This is an optimization exercise on Yosys and OpenROAD, whose aim is small area, a short achievable clock period and few clock cycles per item, not a production implementation.
No functional check of the RTL was part of this run.
Power and IR drop assume default switching activity.

<file path="config.mk">
export PLATFORM = sky130hd
export DESIGN_NAME = sliding_window_median_filter_top
export DESIGN_NICKNAME = sliding_window_median_filter_top
export VERILOG_FILES = /design/flow/design.v
export SDC_FILE = /design/flow/constraint.sdc
export NUM_CORES = 4
export LEC_CHECK = 0
export ABC_CLOCK_PERIOD_IN_PS = 3000
export CAP_MARGIN = 20
export CORE_MARGIN = 2
export CORE_UTILIZATION = 40
export SLEW_MARGIN = 20
</file>
<file path="constraint.sdc">
create_clock -name core_clock -period 5.5 [get_ports {clk_i}]
set_input_delay 1.1000 -clock core_clock [delete_from_list [all_inputs] [get_ports {clk_i}]]
set_output_delay 1.1000 -clock core_clock [all_outputs]
set_load 0.01 [all_outputs]
</file>
<file path="design.v">
package smf_pkg;
  localparam int WINDOW       = 16;
  localparam int SAMPLE_WIDTH = 16;
  localparam int DATA_W       = 16;
  localparam int IDX_W        = (WINDOW > 1) ? $clog2(WINDOW) : 1;
  localparam int CNT_W        = $clog2(WINDOW + 1);
  typedef logic [SAMPLE_WIDTH-1:0] sample_t;
  typedef logic [IDX_W-1:0]        rank_t;
  function automatic logic gt16(input sample_t a, input sample_t b);
    logic [15:0] g1, l1;
    logic [7:0]  g2, l2;
    logic [3:0]  g3, l3;
    logic [1:0]  g4, l4;
    g1 = a & ~b;
    l1 = ~a & b;
    for (int k = 0; k < 8; k++) begin
      g2[k] = g1[2*k+1] | (~l1[2*k+1] & g1[2*k]);
      l2[k] = l1[2*k+1] | (~g1[2*k+1] & l1[2*k]);
    end
    for (int k = 0; k < 4; k++) begin
      g3[k] = g2[2*k+1] | (~l2[2*k+1] & g2[2*k]);
      l3[k] = l2[2*k+1] | (~g2[2*k+1] & l2[2*k]);
    end
    for (int k = 0; k < 2; k++) begin
      g4[k] = g3[2*k+1] | (~l3[2*k+1] & g3[2*k]);
      l4[k] = l3[2*k+1] | (~g3[2*k+1] & l3[2*k]);
    end
    gt16 = g4[1] | (~l4[1] & g4[0]);
  endfunction
  function automatic logic gt4(input rank_t a, input rank_t b);
    logic [3:0] g1, l1;
    g1 = a & ~b;
    l1 = ~a & b;
    gt4 = g1[3] | (~l1[3] & (g1[2] | (~l1[2] & (g1[1] | (~l1[1] & g1[0])))));
  endfunction
  function automatic rank_t step4(input rank_t r, input logic inc, input logic dec);
    rank_t t;
    t[0] = inc | dec;
    t[1] = (inc & r[0]) | (dec & ~r[0]);
    t[2] = (inc & r[0] & r[1]) | (dec & ~r[0] & ~r[1]);
    t[3] = (inc & r[0] & r[1] & r[2]) | (dec & ~r[0] & ~r[1] & ~r[2]);
    step4 = r ^ t;
  endfunction
  function automatic rank_t popcount15(input logic [14:0] b);
    logic [4:0] s1, c1;
    logic       s6, c6, s7, c7, d1, e1, d2, e2, d3, e3, d4, e4;
    for (int k = 0; k < 5; k++) begin
      s1[k] = b[3*k] ^ b[3*k+1] ^ b[3*k+2];
      c1[k] = (b[3*k] & b[3*k+1]) | (b[3*k+2] & (b[3*k] ^ b[3*k+1]));
    end
    s6 = s1[0] ^ s1[1] ^ s1[2];
    c6 = (s1[0] & s1[1]) | (s1[2] & (s1[0] ^ s1[1]));
    s7 = s1[3] ^ s1[4] ^ s6;
    c7 = (s1[3] & s1[4]) | (s6 & (s1[3] ^ s1[4]));
    d1 = c1[0] ^ c1[1] ^ c1[2];
    e1 = (c1[0] & c1[1]) | (c1[2] & (c1[0] ^ c1[1]));
    d2 = c1[3] ^ c1[4] ^ c6;
    e2 = (c1[3] & c1[4]) | (c6 & (c1[3] ^ c1[4]));
    d3 = d1 ^ d2 ^ c7;
    e3 = (d1 & d2) | (c7 & (d1 ^ d2));
    d4 = e1 ^ e2 ^ e3;
    e4 = (e1 & e2) | (e3 & (e1 ^ e2));
    popcount15 = {e4, d4, d3, s7};
  endfunction
endpackage
module smf_cell (
  input  logic             clk_i,
  input  logic             en_i,       
  input  logic             full_i,     
  input  logic             valid_i,    
  input  smf_pkg::sample_t x_i,        
  input  smf_pkg::rank_t   r_old_i,    
  input  smf_pkg::sample_t value_i,    
  input  smf_pkg::rank_t   rank_i,     
  output smf_pkg::sample_t value_o,
  output smf_pkg::rank_t   rank_o,
  output smf_pkg::rank_t   rank_next_o,  
  output logic             le_o          
);
  smf_pkg::sample_t value_q;
  smf_pkg::rank_t   rank_q;
  logic             gt, dn;
  assign gt = smf_pkg::gt16(value_q, x_i);
  assign dn = full_i && smf_pkg::gt4(rank_q, r_old_i);
  assign rank_next_o = smf_pkg::step4(rank_q, gt && !dn, dn && !gt);
  assign le_o        = valid_i && !gt;
  always_ff @(posedge clk_i) begin
    if (en_i) begin
      value_q <= value_i;
      rank_q  <= rank_i;
    end
  end
  assign value_o = value_q;
  assign rank_o  = rank_q;
endmodule
module smf_median (
  input  smf_pkg::sample_t [smf_pkg::WINDOW-1:0] values_i,
  input  smf_pkg::rank_t   [smf_pkg::WINDOW-1:0] ranks_i,
  input  logic             [smf_pkg::WINDOW-1:0] valid_i,
  input  logic [smf_pkg::CNT_W-1:0]              count_i,
  output logic [smf_pkg::DATA_W-1:0]             median_o
);
  logic [smf_pkg::CNT_W-1:0]      lo_full;
  smf_pkg::rank_t                 hi_idx, lo_idx;
  smf_pkg::sample_t               a, b;
  logic [smf_pkg::SAMPLE_WIDTH:0] sum;
  assign lo_full = count_i - smf_pkg::CNT_W'(1);
  assign hi_idx  = smf_pkg::IDX_W'(count_i >> 1);
  assign lo_idx  = smf_pkg::IDX_W'(lo_full >> 1);
  always_comb begin
    a = '0;
    b = '0;
    for (int j = 0; j < smf_pkg::WINDOW; j++) begin
      a |= {smf_pkg::SAMPLE_WIDTH{valid_i[j] && (ranks_i[j] == lo_idx)}} & values_i[j];
      b |= {smf_pkg::SAMPLE_WIDTH{valid_i[j] && (ranks_i[j] == hi_idx)}} & values_i[j];
    end
  end
  assign sum      = {1'b0, a} + {1'b0, b};
  assign median_o = sum[smf_pkg::SAMPLE_WIDTH:1];
endmodule
module sliding_window_median_filter_top (
  input  logic        clk_i,
  input  logic        rst_ni,
  input  logic        s_axis_tvalid,
  output logic        s_axis_tready,
  input  logic [15:0] s_axis_tdata,    
  output logic        m_axis_tvalid,
  input  logic        m_axis_tready,
  output logic [15:0] m_axis_tdata,    
  output logic        m_axis_tuser     
);
  localparam int W = smf_pkg::WINDOW;
  smf_pkg::sample_t [W-1:0]       c_value;
  smf_pkg::rank_t   [W-1:0]       c_rank, c_rank_next;
  logic             [W-1:0]       c_valid, c_le;
  smf_pkg::sample_t               x;
  smf_pkg::rank_t                 x_rank;
  logic                           full;
  logic                           pend_q, m_valid_q, m_full_q;
  logic                           out_free, load, accept;
  logic [smf_pkg::CNT_W-1:0]      cnt_q;
  logic [smf_pkg::DATA_W-1:0]     median, m_data_q;
  assign x    = s_axis_tdata;
  assign full = cnt_q[smf_pkg::CNT_W-1];
  assign out_free      = !m_valid_q || m_axis_tready;
  assign load          = pend_q && out_free;
  assign s_axis_tready = !pend_q || out_free;
  assign accept        = s_axis_tvalid && s_axis_tready;
  assign x_rank = smf_pkg::popcount15(c_le[W-2:0]);
  for (genvar i = 0; i < W; i++) begin : g_cell
    assign c_valid[i] = cnt_q > smf_pkg::CNT_W'(i);
    smf_cell u_cell (
      .clk_i       (clk_i),
      .en_i        (accept),
      .full_i      (full),
      .valid_i     (c_valid[i]),
      .x_i         (x),
      .r_old_i     (c_rank[W-1]),
      .value_i     ((i == 0) ? x : c_value[(i == 0) ? 0 : i-1]),
      .rank_i      ((i == 0) ? x_rank : c_rank_next[(i == 0) ? 0 : i-1]),
      .value_o     (c_value[i]),
      .rank_o      (c_rank[i]),
      .rank_next_o (c_rank_next[i]),
      .le_o        (c_le[i])
    );
  end
  smf_median u_median (
    .values_i (c_value),
    .ranks_i  (c_rank),
    .valid_i  (c_valid),
    .count_i  (cnt_q),
    .median_o (median)
  );
  always_ff @(posedge clk_i or negedge rst_ni) begin
    if (!rst_ni) begin
      pend_q    <= 1'b0;
      m_valid_q <= 1'b0;
      cnt_q     <= '0;
    end else begin
      if (accept) begin
        pend_q <= 1'b1;
      end else if (out_free) begin
        pend_q <= 1'b0;
      end
      if (load) begin
        m_valid_q <= 1'b1;
      end else if (m_axis_tready) begin
        m_valid_q <= 1'b0;
      end
      if (accept && !full) begin
        cnt_q <= cnt_q + smf_pkg::CNT_W'(1);
      end
    end
  end
  always_ff @(posedge clk_i) begin
    if (load) begin
      m_data_q <= median;
      m_full_q <= full;
    end
  end
  assign m_axis_tvalid = m_valid_q;
  assign m_axis_tdata  = m_data_q;
  assign m_axis_tuser  = m_full_q;
endmodule
</file>
<file path="run.sh">
#!/bin/bash
# synth_recipe.tcl (not shown) runs the flow's synth.tcl, then flattens the netlist and writes it again
# the make line also repeats each setting of config.mk as NAME=value (left out here)
make -C /OpenROAD-flow-scripts/flow DESIGN_CONFIG=/design/flow/config.mk WORK_HOME=/design/flow/orfs CLKGATE_MAP_FILE= SYNTH_SCRIPT=/design/flow/synth_recipe.tcl finish
</file>
==> summary.txt <==
-- metal layers --
metal,vias to the layer above,GRT usage,part of all wire
li1,8416,-,-
met5,-,0,0
met2,1432,0.457,0.43
met3,399,0.0742,0.11
met1,9655,0.411,0.39
met4,0,0.164,0.063
-- synthesized netlist by cell type, types with 15 or more instances --
| library cell | n | area (sq um) |
|---|---|---|
| a21oi_1 | 63 | 315 |
| a221oi_1 | 50 | 438 |
| a222oi_1 | 77 | 771 |
| a22o_1 | 35 | 307 |
| a22oi_1 | 65 | 488 |
| and3_1 | 19 | 119 |
| buf_2 | 19 | 95.1 |
| clkbuf_1 | 113 | 424 |
| edfxtp_1 | 337 | 10100 |
| ha_1 | 51 | 638 |
| inv_1 | 77 | 289 |
| maj3_1 | 118 | 1180 |
| maj3_2 | 33 | 372 |
| mux2i_1 | 20 | 200 |
| nand2_1 | 94 | 353 |
| nand2b_1 | 70 | 438 |
| nand3_1 | 68 | 340 |
| nand4_1 | 19 | 119 |
| nor2_1 | 65 | 244 |
| nor2b_1 | 74 | 463 |
| nor3_1 | 30 | 150 |
| nor4_1 | 17 | 106 |
| o21ai_0 | 54 | 270 |
| o22ai_1 | 24 | 150 |
| or3_1 | 15 | 93.8 |
| xnor2_1 | 123 | 1080 |
| xor2_1 | 49 | 429 |
-- sequential cells by signal, summed over array words and instances (netlist names) --
| name | count |
|---|---|
| g_cell.u_cell.rank_q | 64 |
| cnt_q | 5 |
| m_data_q | 16 |
| pend_q | 1 |
| g_cell.u_cell.value_q | 256 |
| m_full_q | 1 |
| m_valid_q | 1 |
-- how the worst max path moves through the flow --
stage          cells past startpoint                          to  slack, ps
6_report                          19  g_cell[0].u_cell.rank_q[2]       -310
5_1_grt                           19  g_cell[0].u_cell.rank_q[2]       -420
4_1_cts                           18  g_cell[0].u_cell.rank_q[2]       -360
3_5_place_dp                      19  g_cell[0].u_cell.rank_q[2]      -1490
3_3_place_gp                      19  g_cell[0].u_cell.rank_q[2]      -1380
2_1_floorplan                      3  g_cell[0].u_cell.rank_q[0]      -1170
-- stage by stage --
step	hold WS (ps)	setup WS, ps
3_5_place_dp	489	-1490
4_1_cts	509	-362
5_1_grt	536	-423
3_3_place_gp	467	-1380
2_1_floorplan	449	-1170
6_report	498	-306
-- power groups by stage --
| stage | Clock [mW] | Sequential [mW] | Combinational [mW] |
|---|---|---|---|
| floorplan | 0 | 3.83 | 3.86 |
| detailed placement | 0 | 4.21 | 5.89 |
| global route | 3.03 | 4.23 | 6.66 |
| CTS | 2.94 | 4.17 | 6.01 |
| finish | 2.90 | 4.18 | 6.22 |
| global placement | 0 | 4.20 | 5.79 |
-- final cells by class --
cell class,instances,area share
clock inverters,29,0.0108
well taps,748,0.0343
diodes,2,0.000184
multi-input cells,1468,0.427
inverters,85,0.0122
clock buffers,48,0.0401
flip-flops and latches,344,0.378
repair buffers,325,0.0979
-- cell families after synthesis --
family	after synthesis
DFF	344
AOI/OAI and AO/OA	530
muxes	20
and+or+nand+nor	525
adders and majority gates	214
xor gates and xnor gates	179
buffers and inverters	233
-- what timing repair did --
item,CTS,global route
setup buffers,3,2
endpoints found under the setup margin,7,7
pin swaps,21,28
resized for setup,42,37
-- worst reg2reg max path, stage by stage (launching register included) --
cell      delay, ps
edfxtp_1        440
nor2b_4         160
maj3_2          290
maj3_2          310
maj3_2          320
maj3_2          310
maj3_2          300
o211ai_1        340
a21boi_1        130
maj3_2          320
maj3_2          350
a21oi_4         140
fa_1            460
fa_2            560
inv_2            40
fa_2            330
inv_2            70
fa_2            190
fa_2            420
==> impl_metrics.csv <==
group,metric,value,unit
die,start_util,0.407,
logic_synthesis,synth_compound_area_frac,0.183,
worst_setup_path,critical_path.startpoint_type,"input pin",
layout,nNetsFinal,2349,
clocking,clk_pin_slew_worst_paths,60,ps
placement,place.port_buffers,38,
sta,setup_violations,3,
global_route,grt_pass1_vias,19216,
clocking,clock_latency,590,ps
clocking,cts_buffers,42,
layout,fin_util,0.493,
routing,first_pass_iters,9,
layout,finalInstanceArea,27300,sq um
logic_synthesis,syn-num-nets,2128,
sta,min_period,5810,ps
worst_setup_path,critPathBufInv,4,
routing,num_vias,19902,
layout,fill_cells,4983,
worst_setup_path,arrival,6130,ps
logic_synthesis,netlist_area,22500,sq um
hold_path,whs_endpoint,"m_valid_q",
logic_synthesis,synth_cell_types,90,
outcome,status,"finished with violations",
die,io_pins,39,
sta,maxSlewViolCount,0,
power_and_ir_drop,p_leak,9.90,nW
hold_path,hold_start,"pend_q",
power_and_ir_drop,pwr-share-comb,0.468,
worst_setup_path,r2r_cells,18,
die,die_area,58100,sq um
die,rows,86,
worst_setup_path,r2r_end,"g_cell[0].u_cell.rank_q[2]",
clocking,clock_sinks,344,
worst_setup_path,cp_cell_sequence,"buf_12, inv_8, maj3_2, maj3_2, maj3_2, maj3_2, maj3_2, o211ai_1, a21boi_1, maj3_2, maj3_2, a21oi_4, fa_1, fa_2, inv_2, fa_2, inv_2, fa_2, fa_2",
logic_synthesis,synth_top_family_by_area,"compound AO/OA/AOI/OAI gates",
sta,finalHoldViolCount,0,
sta,rsz0062_at_grt,"yes",
sta,fin_setup_tns,-633,ps
worst_setup_path,critPathCaptureType,"flop",
global_route,grt_usage,0.306,
die,die_w,241,um
sta,slew_headroom,0.275,
die,coreArea,55300,sq um
worst_setup_path,cp_max_fo,10,
layout,final_common_cell,"edfxtp_1",
placement,dpl-instance-area,25600,sq um
routing,finalWirelength,89000,um
worst_setup_path,critical-path-slowest-cell,"fa_2",
hold_path,hold_class,"reg2reg",
global_route,grt_max_degree,177,
logic_synthesis,syn_avg_cell_area,11.0,sq um
layout,seq_area,10300,sq um
power_and_ir_drop,pwr-share-clk,0.218,
layout,layoutNonFillerInstCount,3049,
worst_setup_path,r2r_slack,-220,ps
sta,max_freq,172,MHz
placement,hpwl,64200,um
logic_synthesis,synth-seq-area-share,0.458,
power_and_ir_drop,ir_worst_vdd,0.000336,V
global_route,grt_pass1_wl,130000,um
global_route,overflow,0,
layout,final_cell_mix,"337 x edfxtp_1, 276 x buf_4, 122 x xnor2_1",
routing,drc,0,
power_and_ir_drop,internal-power,8.10,mW
sta,worstMarginPinSlew,1090,ps
hold_path,min_delay_path_depth,1,
logic_synthesis,synth_edf_count,337,
routing,drtIter0Drc,3487,
global_route,antenna_found_initial,0,
layout,layout-drive-gt1-share,0.213,
power_and_ir_drop,seq_power_share,0.314,
clocking,htreeDepth,2,
worst_setup_path,path_class,"in2reg",
logic_synthesis,synthCells,2045,
logic_synthesis,async_flop_share,0.0203,
placement,place_inst,2966,
worst_setup_path,r2r-start,"g_cell[6].u_cell.value_q[0]",
sta,final.period_utilization,1.06,
worst_setup_path,critPathTopFamily,"adder cells",
clocking,cts_hold_buf,0,
clocking,ctsRootBufferMaster,"clkbuf_16",
worst_setup_path,cpMostUsedCell,"maj3_2",
logic_synthesis,synthMuxAreaShare,0.00890,
power_and_ir_drop,finalPower,13.3,mW
power_and_ir_drop,switching_share,0.391,
die,die_h,241,um
power_and_ir_drop,switching_power,5.20,mW
routing,vias_per_cell,6.53,
routing,wire_per_inst,29.2,um
sta,worst_slack,-306,ps
logic_synthesis,ys_warn_count,3,
logic_synthesis,synth-main-ff-cell,"edfxtp_1",
logic_synthesis,synth_xor_area_frac,0.0738,
layout,multi_input_area,11600,sq um
worst_setup_path,crit_start,"s_axis_tdata[1]",
power_and_ir_drop,cellPowerDensity,487,nW/um^2
sta,clock_skew,21.8,ps
clocking,cts_max_path_buffers,3,
logic_synthesis,synth_fa_ha_area_frac,0.108,
layout,area_growth,21.3,%
worst_setup_path,required,5830,ps
logic_synthesis,ys_seq_elements,344,
logic_synthesis,yosys.area_share.simple,0.127,
run,drv_cap,0,
outcome,so_faults,"negative setup slack",
worst_setup_path,worst_path_largest_cell_delay,560,ps
clocking,cts_tree,"built",
placement,gp_congestion,0.996,
routing,antenna_left,0,

re-timing with driven ports:
How much do the figures lean on ideal ports? The routed layout below was timed once more, with nothing changed but the port constraints.
Step 1 sets driving cells, clkbuf_16 on the clock port and buf_2 on the other inputs (assumed; they add their load-dependent delay and slew).
Step 2 also shifts input and output timing later by t, the mid clock arrival at the registers, as if the neighbouring blocks saw the same clock.
Slacks: no drivers / after step 1 / after step 2; pairs: no drivers / after step 1.
shift t [ns]: 0.645
setup slack, ns: -0.306 / -0.302 / -0.947
slew at the worst register clock pin (ns): 0.07 / 0.07
worst slew at a driven data input, ns: 0.06
cell pins on the clock port's net: 1
The setup slack of this run moves by +0.004 ns with the drivers and by -0.641 ns with both steps.
